Context: an optimization exercise on an open-source flow, tuned for small area, a short achievable clock period and few clock cycles per item. The choices shown serve that exercise and are no tape-out recipe.
Where RTL was checked, it was by simulation tests only, not by an equivalence proof against the original.
No activity file was given, so power comes from the tool's default toggle rates.

==> v38 <==
// mult_16x16
module mult_16x16 (
  input  logic        clk,
  input  logic        rst_n,
  input  logic        in_valid,
  output logic        in_ready,
  input  logic [15:0] in_a,
  input  logic [15:0] in_b,
  output logic        out_valid,
  input  logic        out_ready,
  output logic [31:0] out_product
);
  logic [2:0] v;
  logic [2:0] ld;
  assign ld[2] = !v[2] || out_ready;
  assign ld[1] = !v[1] || ld[2];
  assign ld[0] = !v[0] || ld[1];
  assign in_ready  = ld[0];
  assign out_valid = v[2];
  always_ff @(posedge clk) begin
    if (!rst_n) begin
      v <= '0;
    end else begin
      if (ld[0]) v[0] <= in_valid;
      if (ld[1]) v[1] <= v[0];
      if (ld[2]) v[2] <= v[1];
    end
  end
  logic xa1;
  logic xa2;
  logic xa3;
  logic xa4;
  logic xa5;
  logic xa6;
  logic xa7;
  logic xa8;
  logic xa9;
  logic xa10;
  logic xa11;
  logic xa12;
  logic xa13;
  logic xa14;
  logic xa15;
  logic xa16;
  logic xb17;
  logic xb18;
  logic xb19;
  logic xb20;
  logic xb21;
  logic xb22;
  logic xb23;
  logic xb24;
  logic xb25;
  logic xb26;
  logic xb27;
  logic xb28;
  logic xb29;
  logic xb30;
  logic xb31;
  logic xb32;
  logic pp33;
  logic pp34;
  logic pp35;
  logic pp36;
  logic pp37;
  logic pp38;
  logic pp39;
  logic pp40;
  logic pp41;
  logic pp42;
  logic pp43;
  logic pp44;
  logic pp45;
  logic pp46;
  logic pp47;
  logic pp48;
  logic pp49;
  logic pp50;
  logic pp51;
  logic pp52;
  logic pp53;
  logic pp54;
  logic pp55;
  logic pp56;
  logic pp57;
  logic pp58;
  logic pp59;
  logic pp60;
  logic pp61;
  logic pp62;
  logic pp63;
  logic pp64;
  logic pp65;
  logic pp66;
  logic pp67;
  logic pp68;
  logic pp69;
  logic pp70;
  logic pp71;
  logic pp72;
  logic pp73;
  logic pp74;
  logic pp75;
  logic pp76;
  logic pp77;
  logic pp78;
  logic pp79;
  logic pp80;
  logic pp81;
  logic pp82;
  logic pp83;
  logic pp84;
  logic pp85;
  logic pp86;
  logic pp87;
  logic pp88;
  logic pp89;
  logic pp90;
  logic pp91;
  logic pp92;
  logic pp93;
  logic pp94;
  logic pp95;
  logic pp96;
  logic pp97;
  logic pp98;
  logic pp99;
  logic pp100;
  logic pp101;
  logic pp102;
  logic pp103;
  logic pp104;
  logic pp105;
  logic pp106;
  logic pp107;
  logic pp108;
  logic pp109;
  logic pp110;
  logic pp111;
  logic pp112;
  logic pp113;
  logic pp114;
  logic pp115;
  logic pp116;
  logic pp117;
  ...
clock: 4.0 ns
lec_check: 0
cap_margin: 20
core_margin: 2
core_utilization: 70
cts_buf_list: sky130_fd_sc_hd__clkbuf_4 sky130_fd_sc_hd__clkbuf_8
setup_slack_margin: 1.7
slew_margin: 20
standard.sh (not shown) runs the stock make flow with config.mk's settings and CLKGATE_MAP_FILE= SYNTH_SCRIPT=/design/flow/synth_recipe.tcl, a recipe that flattens the netlist after the stock synthesis.
==> flow/flow/run.sh <==
#!/bin/bash
# Own flow: the standard layout (standard.sh), with Yosys's synth run with -noabc so the
# pre-mapping "abc -fast" pass does not run before ORFS extracts full/half adders (it leaves
# the adders with inverted polarity and an inverter on most adder-to-adder nets). The rest of
# synthesis (-nofsm -noshare via synth_recipe.tcl, flatten, rename) and every later step are the
# standard ones. Each tool's output goes to a log file in the work folder.
set -euo pipefail
extra=()
if [[ -f flow/extra.mk ]]; then
  while read -r line; do [[ -n "$line" && "$line" != \#* ]] && extra+=("$line"); done < flow/extra.mk
fi
bash standard.sh SYNTH_ARGS=-noabc "${extra[@]}" finish > standard_flow.log 2>&1
==> inputs of v25, as changes to v38 <==
--- a/flow/config.mk
+++ b/flow/config.mk
@@ -8,6 +8,5 @@
 export CAP_MARGIN = 20
 export CORE_MARGIN = 2
-export CORE_UTILIZATION = 70
-export CTS_BUF_LIST = sky130_fd_sc_hd__clkbuf_4 sky130_fd_sc_hd__clkbuf_8
+export CORE_UTILIZATION = 40
 export SETUP_SLACK_MARGIN = 1.7
 export SLEW_MARGIN = 20
==> comparison table <==
Result of the run: v25 no timing/DRC/antenna violations; v38 no timing/DRC/antenna violations
Fraction of power consumed by sequential logic: v25 39.2%; v38 40.3%
Clock latency at the later pin of the worst-skew pair: v25 500 ps; v38 530 ps
Worst hold slack: v25 415 ps; v38 420 ps
Die span in x: v25 190 um; v38 145 um
Number of tap instances: v25 455; v38 265
Reg-to-Reg Start: v25 s455_q1$_DFFE_PP_; v38 c522_q2$_DFFE_PP_
Ratio of cells with drive above 1 in the final layout: v25 37.4%; v38 34.2%
Number of cells on the worst reg-to-reg path: v25 5; v38 7
Portion of total power attributed to the clock network: v25 21.9%; v38 18.2%
Share of cell area taken by flip-flops and latches: v25 38.0%; v38 40.3%
Sw Ratio: v25 31.6%; v38 34.1%
CTS Root Buffer Type: v25 clkbuf_16; v38 clkbuf_8
Met1 global-route usage: v25 26.1%; v38 43.0%
Layout overhead on the synthesized area: v25 22.5%; v38 15.5%
Function was not checked in any run of this note: the RTL went through the layout flow alone.

---

==> exp/cedar: inputs <==
Another version of the RTL of mult_16x16 (not shown whole).
==> flow/config.mk <==
export PLATFORM = sky130hd
export DESIGN_NAME = mult_16x16
export DESIGN_NICKNAME = mult_16x16
export VERILOG_FILES = /design/flow/design.v
export SDC_FILE = /design/flow/constraint.sdc
export NUM_CORES = 4
export LEC_CHECK = 0
export CAP_MARGIN = 20
export CORE_MARGIN = 2
export CORE_UTILIZATION = 40
export SETUP_SLACK_MARGIN = 1.2
export SLEW_MARGIN = 20
==> flow/constraint.sdc <==
create_clock -name core_clock -period 4.0 [get_ports {clk}]
set_input_delay 0.8000 -clock core_clock [delete_from_list [all_inputs] [get_ports {clk}]]
set_output_delay 0.8000 -clock core_clock [all_outputs]
set_load 0.01 [all_outputs]
Scripts as last shown in full above: flow/flow/run.sh
==> inputs of exp/nickel, as changes to exp/cedar <==
- CORE_UTILIZATION: 40 -> 70
- CTS_BUF_LIST: unset -> sky130_fd_sc_hd__clkbuf_4 sky130_fd_sc_hd__clkbuf_8
- SETUP_SLACK_MARGIN: 1.2 -> 1.1
==> notes.md <==
- In flip-flop and latch count, exp/nickel and exp/cedar do not differ.
- In exp/nickel the hold slack is better than in exp/cedar, by 0.0020 ns.
- Against exp/nickel, the via count of exp/cedar is lower by about 1%.
- In exp/nickel the count of clock-buffer cells in the layout is lower than in exp/cedar, by 1.
- Between exp/cedar and exp/nickel, the lower critical path depth is in exp/cedar (gap 1).
==> figures <==
	exp/nickel	exp/cedar
Skew-Pair Late Insertion Delay	0.48 ns	0.43 ns
Number of cell rows	47	63
Area taken by multi-input logic gates	0.00716 mm²	0.00718 mm²
CTS resizes	104	164
Share of the core filled with cells in the final layout	80.7%	47.8%
Reported sequential group power	0.00313 W	0.00309 W
Number of buffer and inverter stages on the critical path	3	2
Termination of the worst setup path	out_product[23]	out_product[30]
Result of the run	finished clean	finished clean
Number of global-route vias before repair	7682	7397
Routed length on met2	14.0 mm	13.9 mm
Power of the combinational group	0.00470 W	0.00433 W
Function was not checked in any run of this note: the RTL went through the layout flow alone.

---

==> exp/harbor <==
mult_16x16, a different RTL version from the one above (not shown whole).
Settings: LEC_CHECK=0, CAP_MARGIN=20, CORE_MARGIN=2, CORE_UTILIZATION=70, CTS_BUF_LIST=sky130_fd_sc_hd__clkbuf_4 sky130_fd_sc_hd__clkbuf_8, SETUP_SLACK_MARGIN=1.6, SLEW_MARGIN=20; clock period 4.0 ns.
==> flow/flow/run.sh <==
#!/bin/bash
set -euo pipefail
extra=()
if [[ -f flow/extra.mk ]]; then
  while read -r line; do [[ -n "$line" && "$line" != \#* ]] && extra+=("$line"); done < flow/extra.mk
fi
res=orfs/results/${FLOW_PLATFORM:-sky130hd}/mult_16x16/base
bash standard.sh SYNTH_ARGS=-noabc "${extra[@]}" synth > synth_flow.log 2>&1
cp $res/1_2_yosys.v synth_netlist.v
cp synth_netlist.v nor_netlist.v
python3 flow/nor_pp.py nor_netlist.v > nor_pp.log 2>&1
cat > nor_equiv.ys <<EOY
read_liberty -ignore_miss_func $FLOW_HOME/platforms/sky130hd/lib/sky130_fd_sc_hd__tt_025C_1v80.lib
read_verilog synth_netlist.v
rename $FLOW_TOP gold
read_verilog nor_netlist.v
rename $FLOW_TOP gate
flatten
opt_clean -purge
equiv_make gold gate eq
hierarchy -top eq
equiv_simple -seq 2
equiv_induct -seq 2
equiv_status -assert
EOY
if yosys -q nor_equiv.ys > nor_equiv.log 2>&1; then
  echo "equivalent: using nor_netlist.v" >> nor_pp.log
  cp nor_netlist.v $res/1_2_yosys.v
  rm -f $res/1_synth.odb $res/1_synth.sdc
  bash standard.sh SYNTH_ARGS=-noabc "${extra[@]}" synth > synth_odb_flow.log 2>&1
else
  echo "not proven equivalent: keeping the synthesized netlist" >> nor_pp.log
fi
bash standard.sh SYNTH_ARGS=-noabc "${extra[@]}" finish > standard_flow.log 2>&1
==> flow/flow/nor_pp.py <==
#!/usr/bin/env python3
"""Rewrite the synthesized netlist so each partial product in_a[i] & in_b[j] is a nor2 of the
inverted operands (one inverter per operand bit) instead of an and2: the same function, with a
smaller and faster cell per product.  Buffers that only fed rewritten and2s are dropped.
usage: nor_pp.py NETLIST (rewritten in place)"""
import re, sys

path = sys.argv[1]
txt = open(path).read()
cell_re = re.compile(r'^(\s*)(sky130_fd_sc_hd__\w+)\s+(\S+)\s*\((.*?)\);\n', re.S | re.M)
pin_re = re.compile(r'\.(\w+)\(\s*(.*?)\s*\)(?=\s*,|\s*$)', re.S)

cells = []
for m in cell_re.finditer(txt):
    pins = dict((p, n.strip()) for p, n in pin_re.findall(m.group(4)))
    cells.append(dict(start=m.start(), end=m.end(), typ=m.group(2), name=m.group(3), pins=pins,
                      indent=m.group(1)))

def is_buf(t):
    return re.match(r'sky130_fd_sc_hd__(clk)?buf_\d+$', t) is not None

pi_re = re.compile(r'^(in_a|in_b)\[(\d+)\]$')
# net -> PI bit, through buffers
src = {}
for c in cells:
    if is_buf(c['typ']):
        pass
changed = True
bufs = [c for c in cells if is_buf(c['typ'])]
def resolve(n):
    if pi_re.match(n):
        return n
    return src.get(n)
while changed:
    changed = False
    for c in bufs:
        o = c['pins'].get('X')
        if o in src:
            continue
        r = resolve(c['pins'].get('A', ''))
        if r:
            src[o] = r
            changed = True

loads = {}
for c in cells:
    for p, n in c['pins'].items():
        if p not in ('X', 'Y', 'Q', 'SUM', 'COUT', 'HI', 'LO'):
            loads.setdefault(n, []).append(c)

invs = {}
def inv_of(pi):
    m = pi_re.match(pi)
    nm = f'norpp_n{m.group(1)[-1]}{m.group(2)}'
    invs[pi] = nm
    return nm

rewritten = 0
for c in cells:
    if not re.match(r'sky130_fd_sc_hd__and2_\d+$', c['typ']):
        continue
    a = resolve(c['pins']['A'])
    b = resolve(c['pins']['B'])
    if not a or not b:
        continue
    c['new'] = (f"{c['indent']}sky130_fd_sc_hd__nor2_1 {c['name']} (\n"
                f"    .A({inv_of(a)}),\n    .B({inv_of(b)}),\n    .Y({c['pins']['X']})\n  );\n")
    c['dropped_inputs'] = [c['pins']['A'], c['pins']['B']]
    rewritten += 1

# drop buffers left without loads (repeat through chains)
def live_loads(n):
    return [l for l in loads.get(n, []) if 'new' not in l and not l.get('drop')]
port_re = re.compile(r'^\s*output\b.*?;', re.M)
outputs = set()
for m in re.finditer(r'^\s*output\s+(\[[^\]]*\]\s*)?([^;]+);', txt, re.M):
    for n in m.group(2).split(','):
        outputs.add(n.strip())
changed = True
dropped = 0
while changed:
    changed = False
    for c in bufs:
        if c.get('drop'):
            continue
        o = c['pins']['X']
        base = re.sub(r'\[\d+\]$', '', o)
        if o in outputs or base in outputs:
            continue
        if not live_loads(o):
            c['drop'] = True
            dropped += 1
            changed = True

out = []
pos = 0
first = None
for c in cells:
    out.append(txt[pos:c['start']])
    if first is None:
        first = len(out)
    if 'new' in c:
        out.append(c['new'])
    elif c.get('drop'):
        pass
    else:
        out.append(txt[c['start']:c['end']])
    pos = c['end']
out.append(txt[pos:])
decl = ''.join(f'  wire {n};\n' for n in sorted(invs.values()))
inst = ''.join(f'  sky130_fd_sc_hd__inv_1 {n}_inv (\n    .A({pi}),\n    .Y({n})\n  );\n'
               for pi, n in sorted(invs.items()))
out.insert(first, decl + inst)
open(path, 'w').write(''.join(out))
print(f'nor_pp: {rewritten} and2 -> nor2, {len(invs)} inverters, {dropped} buffers dropped')
==> inputs of exp/violet, as changes to exp/harbor <==
==> flow/flow/run.sh (replaced) <==
#!/bin/bash
# Own flow: the standard layout (standard.sh), with Yosys's synth run with -noabc so the
# pre-mapping "abc -fast" pass does not run before ORFS extracts full/half adders (it leaves
# the adders with inverted polarity and an inverter on most adder-to-adder nets). The rest of
# synthesis (-nofsm -noshare via synth_recipe.tcl, flatten, rename) and every later step are the
# standard ones. Each tool's output goes to a log file in the work folder.
set -euo pipefail
extra=()
if [[ -f flow/extra.mk ]]; then
  while read -r line; do [[ -n "$line" && "$line" != \#* ]] && extra+=("$line"); done < flow/extra.mk
fi
bash standard.sh SYNTH_ARGS=-noabc "${extra[@]}" finish > standard_flow.log 2>&1
==> flow/flow/extra.mk (new file) <==
BUFFER_PORTS_ARGS=-buffer_cell sky130_fd_sc_hd__buf_2
- GPL_ROUTABILITY_DRIVEN: not set -> 0
removed: flow/flow/nor_pp.py
==> notes.md <==
| item | exp/violet | exp/harbor |
|---|---|---|
| Post-CTS Resized | 32 | 362 |
| Area of the mapped netlist | 0.01319 mm² | 0.01254 mm² |
| Maximum level of the CTS H-tree | 4 | 4 |
| Setup slack at placement | 1.035 ns | 0.3783 ns |
| Number of top-level design ports | 70 | 70 |
| Avg Synthesized Cell Area | 14.97 µm² | 14.24 µm² |
| Die width | 141.2 µm | 137.9 µm |
| HPWL Detailed | 19,530 µm | 21,220 µm |
| Buffers added on ports | 69 | 69 |
| Initial core utilization | 70.96% | 72.03% |
| Post-CTS setup-driven buffer insertion count | 1 | 136 |
| Y dimension of the die | 141.2 µm | 137.9 µm |
| Synthesized instance count | 881 | 881 |
| Post-synth net total | 1,159 | 1,159 |
| Cell area after placement | 0.01391 mm² | 0.01383 mm² |
| Yosys Warn Count | 1 | 1 |
| Clock Tree Root | clkbuf_8 | clkbuf_8 |
| Count of standard-cell rows | 50 | 48 |
| Placed Instances | 1,121 | 1,151 |
| Status | complete, no violations | aborted with a tool error |
| Stage where the flow stopped | - | 5_1_grt |
Testbench counts of exp/harbor, summed over its fixed seeds: cycles 32,024, items 32,000.
Testbench counts of exp/violet, summed over its fixed seeds: cycles 32,024, items 32,000.

## afterwards: timing with drivers on the ports
How much do the figures lean on ideal ports? The routed layouts below were timed once more, with nothing changed but the port constraints.
Step 1 (the two cells are an assumption about what drives the block):
set clk [get_ports {clk}]
set_driving_cell -lib_cell sky130_fd_sc_hd__clkbuf_16 $clk
set_driving_cell -lib_cell sky130_fd_sc_hd__buf_2 [delete_from_list [all_inputs] $clk]
Step 2, shift: input delay + t, output delay - t, t = (earliest + latest rising clock arrival at the registers) / 2. This alone moves slack from input paths to output paths.
a / b / c = ideal ports / drivers / drivers and shift; a / b = the first two.
run | shift t [ns] | setup WS [ns] | worst data-port slew with drivers (ns) | pins driven straight from the clock port
v38 | 0.556 | 1.527 / 1.527 / 1.143 | 0.06 | 1
v25 | 0.550 | 1.565 / 1.565 / 1.094 | 0.06 | 1
exp/cedar | 0.479 | 0.943 / 0.894 / 0.764 | 0.08 | 1
exp/nickel | 0.516 | 0.866 / 0.823 / 0.604 | 0.04 | 1
exp/violet | 0.506 | 1.432 / 1.432 / 1.086 | 0.04 | 1
After both steps every run listed still meets setup and hold. The setup slack of v25, which loses most, moves by 0.000 ns with the drivers and by -0.471 ns with both steps.
